Context: an optimization exercise on an open-source flow, tuned for small area. The choices shown serve that exercise and are no tape-out recipe.
The RTL was checked by simulation tests, not by an equivalence proof against the original design.
No activity file was given, so power comes from the tool's default toggle rates. The flow treats the clock pin as an ideal source, which a real chip does not have.

// gdt_top
module gdt_top (
  input  logic        clock,
  input  logic        reset,
  input  logic        enable,
  input  logic        RD0_WR1,
  input  logic [2:0]  guest_line,
  input  logic [2:0]  GDT_column,
  input  logic [31:0] i_data,
  output logic [31:0] o_data,
  output logic        o_valid,
  output logic        o_err,
  input  logic        clear_req,
  input  logic [2:0]  clear_guest,
  output logic        busy,
  output logic        clear_done,
  input  logic        lock_wr
);
==> module gdt_table_param, before the edit <==
module gdt_table_param #(
  parameter  int DATA_W  = 32,
  parameter  int GUESTS  = 8,
  parameter  int ENTRIES = 8,
  localparam int GW      = (GUESTS  > 1) ? $clog2(GUESTS)  : 1,
  localparam int EW      = (ENTRIES > 1) ? $clog2(ENTRIES) : 1
) (
  input  logic              clock,
  input  logic              reset,
  input  logic              enable,
  input  logic              RD0_WR1,
  input  logic [GW-1:0]     guest_line,
  input  logic [EW-1:0]     GDT_column,
  input  logic [DATA_W-1:0] i_data,
  output logic [DATA_W-1:0] o_data,
  output logic              o_valid,
  output logic              o_err,
  input  logic              clear_req,
  input  logic [GW-1:0]     clear_guest,
  output logic              busy,
  output logic              clear_done
  ,
  input  logic              lock_wr
);
  localparam int N = GUESTS * ENTRIES;
  logic              busy_q, done_q;
  logic [EW-1:0]     cnt_q;
  logic              pol_q;
  logic [DATA_W-1:0] data_q;
  logic              valid_q, err_q;
  logic              run_q;     
  logic [GW-1:0]     guest_q;   
  logic [N-1:0][DATA_W-1:0] mem_q;
  logic idle;
  assign idle = !busy_q;
  logic [GUESTS-1:0]  g_hit, c_g_hit;
  logic [ENTRIES-1:0] col_hit;
  always_comb begin
    for (int g = 0; g < GUESTS; g++) begin
      g_hit[g]   = (guest_line  == GW'(g));
      c_g_hit[g] = (clear_guest == GW'(g));
    end
    for (int c = 0; c < ENTRIES; c++) col_hit[c] = (GDT_column == EW'(c));
  end
  logic acc_in_range, clr_in_range;
  assign acc_in_range = |g_hit;
  assign clr_in_range = |c_g_hit;
  logic [GUESTS-1:0] lock_q;
  logic access, acc_locked, clr_locked;
  assign access     = idle && enable && !lock_wr;
  assign acc_locked = |(g_hit & lock_q);
  assign clr_locked = |(c_g_hit & lock_q);
  always_ff @(posedge clock or posedge reset) begin
    if (reset) lock_q <= '0;
    else begin
      for (int g = 0; g < GUESTS; g++)
        if (idle && lock_wr && g_hit[g]) lock_q[g] <= i_data[0];
    end
  end
  logic rd, rd_ok, wr, clr_go, clr_bad, clearing;
  assign rd      = access && !RD0_WR1;
  assign rd_ok   = rd && run_q;
  assign wr      = access && RD0_WR1;
  assign clr_go  = idle && clear_req && clr_in_range && !clr_locked;
  assign clr_bad = idle && clear_req && !(clr_in_range && !clr_locked);
  assign clearing = busy_q && !done_q;
  logic [GUESTS-1:0] g_wr, g_rdq, g_nzap;
  logic [N-1:0]      we_n, rel, sel, sel_n;
  always_comb begin
    for (int g = 0; g < GUESTS; g++) begin
      g_wr[g]   = wr && g_hit[g] && !lock_q[g];
      g_rdq[g]  = rd_ok && g_hit[g];
      g_nzap[g] = run_q && !(clearing && (guest_q == GW'(g)) && !pol_q);
    end
  end
  for (genvar e = 0; e < N; e++) begin : g_ctl
    gdt_nand2 u_we_n   (.a(g_wr[e / ENTRIES]),  .b(col_hit[e % ENTRIES]), .y(we_n[e]));
    gdt_nand2 u_rel    (.a(we_n[e]),            .b(g_nzap[e / ENTRIES]),  .y(rel[e]));
    gdt_nand2 u_sel_n  (.a(g_rdq[e / ENTRIES]), .b(col_hit[e % ENTRIES]), .y(sel_n[e]));
    gdt_inv u_sel  (.a(sel_n[e]),  .y(sel[e]));
  end
  logic [DATA_W-1:0] wdata, wdata_n;
  assign wdata_n = i_data ^ {DATA_W{pol_q}};
  for (genvar j = 0; j < DATA_W; j++) begin : g_wd
    gdt_inv u_wd (.a(wdata_n[j]), .y(wdata[j]));
  end
  for (genvar e = 0; e < N; e++) begin : g_word
    gdt_word #(.W(DATA_W)) u_word (
      .clock(clock), .rel(rel[e]), .we_n(we_n[e]), .d(wdata), .q(mem_q[e])
    );
  end
  localparam int NG = (N + 2) / 3;
  logic [3*NG-1:0]              sel_p;
  logic [3*NG-1:0][DATA_W-1:0]  mem_p;
  logic [NG-1:0][DATA_W-1:0]    grp_n;
  always_comb begin
    sel_p = '0;
    mem_p = '0;
    for (int e = 0; e < N; e++) begin
      sel_p[e] = sel[e];
      mem_p[e] = mem_q[e];
    end
  end
  for (genvar k = 0; k < NG; k++) begin : g_rd
    gdt_rd3 #(.W(DATA_W)) u_rd (
      .s0(sel_p[3*k]), .s1(sel_p[3*k+1]), .s2(sel_p[3*k+2]),
      .d0(mem_p[3*k]), .d1(mem_p[3*k+1]), .d2(mem_p[3*k+2]), .yn(grp_n[k])
    );
  end
  logic [DATA_W-1:0] rraw;
  logic              hit;
  always_comb begin
    rraw = data_q & {DATA_W{!rd}};
    for (int j = 0; j < NG; j++) rraw |= ~grp_n[j];
    hit = rd_ok && acc_in_range;
  end
  always_ff @(posedge clock or posedge reset) begin
    if (reset) begin
      busy_q  <= 1'b0;
      done_q  <= 1'b0;
      run_q   <= 1'b0;
      pol_q   <= 1'b0;
      data_q  <= '0;
      valid_q <= 1'b0;
      err_q   <= 1'b0;
    end else begin
      run_q   <= 1'b1;
      pol_q   <= !pol_q;
      data_q  <= rraw ^ {DATA_W{hit && !pol_q}};
      valid_q <= rd;
      err_q   <= (access && (!acc_in_range || (RD0_WR1 && acc_locked))) || clr_bad;
      if (idle) begin
        if (clear_req) begin
          busy_q <= 1'b1;
          done_q <= clr_bad;
        end
      end else if (!done_q) begin
        if (cnt_q == EW'(ENTRIES - 1)) done_q <= 1'b1;
      end else begin
        busy_q <= 1'b0;
        done_q <= 1'b0;
      end
    end
  end
  always_ff @(posedge clock) begin
    if (idle) begin
      guest_q <= clear_guest;
      cnt_q   <= '0;
    end else if (!done_q) begin
      cnt_q   <= cnt_q + 1'b1;
    end
  end
  assign o_data     = data_q;
  assign o_valid    = valid_q;
  assign o_err      = err_q;
  assign busy       = busy_q;
  assign clear_done = done_q;
endmodule
==> module gdt_word, before the edit <==
module gdt_word #(
  parameter int W = 32
) (
  input  logic         clock,
  input  logic         rel,
  input  logic         we_n,
  input  logic [W-1:0] d,
  output logic [W-1:0] q
);
  always_ff @(posedge clock) q <= ~((q | {W{rel}}) & ({W{we_n}} | d));
endmodule
clock: 8.0 ns
lec_check: 0
cap_margin: 20
core_margin: 2
core_utilization: 70
cts_cluster_diameter: 100
cts_cluster_size: 30
slew_margin: 20
synth_hierarchical: 1
standard.sh (not shown) runs the stock make flow with config.mk's settings and CLKGATE_MAP_FILE= SYNTH_SCRIPT=/design/flow/synth_recipe.tcl, a recipe that flattens the netlist after the stock synthesis.
==> flow/flow/run.sh <==
#!/bin/bash
# Layout flow: the standard ORFS flow (standard.sh) with these changes:
#  * port buffers use the smallest buffer cell (buf_1) instead of the
#    resizer's default pick;
#  * after the placement resize step, flow/post_resize.tcl removes buffers
#    where a stronger cell of the driving gate is smaller than gate plus
#    buffer, and shrinks gates that only drive a buffer (flow/cells.tcl holds
#    the cells' areas and max capacitances, taken from the platform liberty);
#  * clock tree synthesis does not insert dummy loads.
# Synthesis is the standard one (standard.sh synth), unchanged.
set -euo pipefail
export BUFFER_PORTS_ARGS="-buffer_cell sky130_fd_sc_hd__buf_1"
export POST_RESIZE_TCL="$PWD/flow/post_resize.tcl"
export CTS_ARGS="-sink_clustering_enable -repair_clock_nets -sink_clustering_size 30 -sink_clustering_max_diameter 100 -dont_use_dummy_load"
bash standard.sh synth > make_synth.log 2>&1
bash standard.sh floorplan > make_floorplan.log 2>&1
bash standard.sh place > make_place.log 2>&1
bash standard.sh cts > make_cts.log 2>&1
bash standard.sh route > make_route.log 2>&1
bash standard.sh finish > make_finish.log 2>&1
Other scripts of this flow, unchanged in this note and not shown: flow/flow/cells.tcl, flow/flow/post_resize.tcl, flow/flow/unbuf.tcl
Change:
--- a/flow/design.v
+++ b/flow/design.v
@@ -64,9 +64,9 @@
   assign clr_go  = idle && clear_req && clr_in_range && !clr_locked;
   assign clr_bad = idle && clear_req && !(clr_in_range && !clr_locked);
   assign clearing = busy_q && !done_q;
   logic [GUESTS-1:0] g_wr, g_rdq, g_nzap;
-  logic [N-1:0]      we_n, rel, sel, sel_n;
+  logic [N-1:0]      we, hold, sel, we_n, hold_n, sel_n;
   always_comb begin
     for (int g = 0; g < GUESTS; g++) begin
       g_wr[g]   = wr && g_hit[g] && !lock_q[g];
       g_rdq[g]  = rd_ok && g_hit[g];
@@ -74,20 +74,22 @@
     end
   end
   for (genvar e = 0; e < N; e++) begin : g_ctl
     gdt_nand2 u_we_n   (.a(g_wr[e / ENTRIES]),  .b(col_hit[e % ENTRIES]), .y(we_n[e]));
-    gdt_nand2 u_rel    (.a(we_n[e]),            .b(g_nzap[e / ENTRIES]),  .y(rel[e]));
+    gdt_nand2 u_hold_n (.a(we_n[e]),            .b(g_nzap[e / ENTRIES]),  .y(hold_n[e]));
     gdt_nand2 u_sel_n  (.a(g_rdq[e / ENTRIES]), .b(col_hit[e % ENTRIES]), .y(sel_n[e]));
+    gdt_inv u_we   (.a(we_n[e]),   .y(we[e]));
+    gdt_inv u_hold (.a(hold_n[e]), .y(hold[e]));
     gdt_inv u_sel  (.a(sel_n[e]),  .y(sel[e]));
   end
   logic [DATA_W-1:0] wdata, wdata_n;
-  assign wdata_n = i_data ^ {DATA_W{pol_q}};
+  assign wdata_n = ~(i_data ^ {DATA_W{pol_q}});
   for (genvar j = 0; j < DATA_W; j++) begin : g_wd
     gdt_inv u_wd (.a(wdata_n[j]), .y(wdata[j]));
   end
   for (genvar e = 0; e < N; e++) begin : g_word
     gdt_word #(.W(DATA_W)) u_word (
-      .clock(clock), .rel(rel[e]), .we_n(we_n[e]), .d(wdata), .q(mem_q[e])
+      .clock(clock), .hold(hold[e]), .we(we[e]), .wd(wdata), .q(mem_q[e])
     );
   end
   localparam int NG = (N + 2) / 3;
   logic [3*NG-1:0]              sel_p;
@@ -125,9 +127,9 @@
       err_q   <= 1'b0;
     end else begin
       run_q   <= 1'b1;
       pol_q   <= !pol_q;
-      data_q  <= rraw ^ {DATA_W{hit && !pol_q}};
+      data_q  <= rraw ^ {DATA_W{hit && pol_q}};
       valid_q <= rd;
       err_q   <= (access && (!acc_in_range || (RD0_WR1 && acc_locked))) || clr_bad;
       if (idle) begin
         if (clear_req) begin
@@ -159,14 +161,14 @@
 module gdt_word #(
   parameter int W = 32
 ) (
   input  logic         clock,
-  input  logic         rel,
-  input  logic         we_n,
-  input  logic [W-1:0] d,
+  input  logic         hold,
+  input  logic         we,
+  input  logic [W-1:0] wd,
   output logic [W-1:0] q
 );
-  always_ff @(posedge clock) q <= ~((q | {W{rel}}) & ({W{we_n}} | d));
+  always_ff @(posedge clock) q <= ~((q & {W{hold}}) | ({W{we}} & wd));
 endmodule
 module gdt_nand2 (
   input  logic a,
   input  logic b,
Non-clock buffer count rose by 17.
Clock-buffer cell count stays the same.
Worst setup slack improved by 0.14 ns.
Cell count rose by 2.5%.
Worst hold slack improved by 0.014 ns.
Sequential power rose by about 1%.
Sequential share of layout area fell by 2.4 points.
Register-to-register slack improved by 0.12 ns.
Flip-flop and latch count is unchanged.
Area after synthesis rose by 4.2%.
Fmax rose by 2.4%.
Global-route usage rose by 1.4 points.
Die area rose by 4.2%.

==> port drivers added, routing unchanged <==
How much do the figures lean on ideal ports? The routed layouts below were timed once more, with nothing changed but the port constraints.
Step 1 sets driving cells, clkbuf_16 on the clock port and buf_2 on the other inputs (assumed; they add their load-dependent delay and slew).
Step 2 times the ports against the registers' clock, not the clock port: input delays grow and output delays shrink by t, the midpoint of the rising clock arrivals with the driver on.
a / b / c = ideal / step 1 / step 2; a / b = the first two.
| run | shift t [ns] | setup WS [ns] | clock arrival spread, ns | worst slew at a driven data input, ns |
|---|---|---|---|---|
| the first run | 0.748 | 2.005 / 2.058 / 1.310 | 0.045 / 0.044 | 0.15 |
| the second run | 0.773 | 2.143 / 2.198 / 1.425 | 0.050 / 0.050 | 0.12 |
After both steps every run listed still meets setup and hold. For the second run, which loses most, drivers alone change the setup slack by +0.055 ns; drivers and shift together by -0.718 ns.
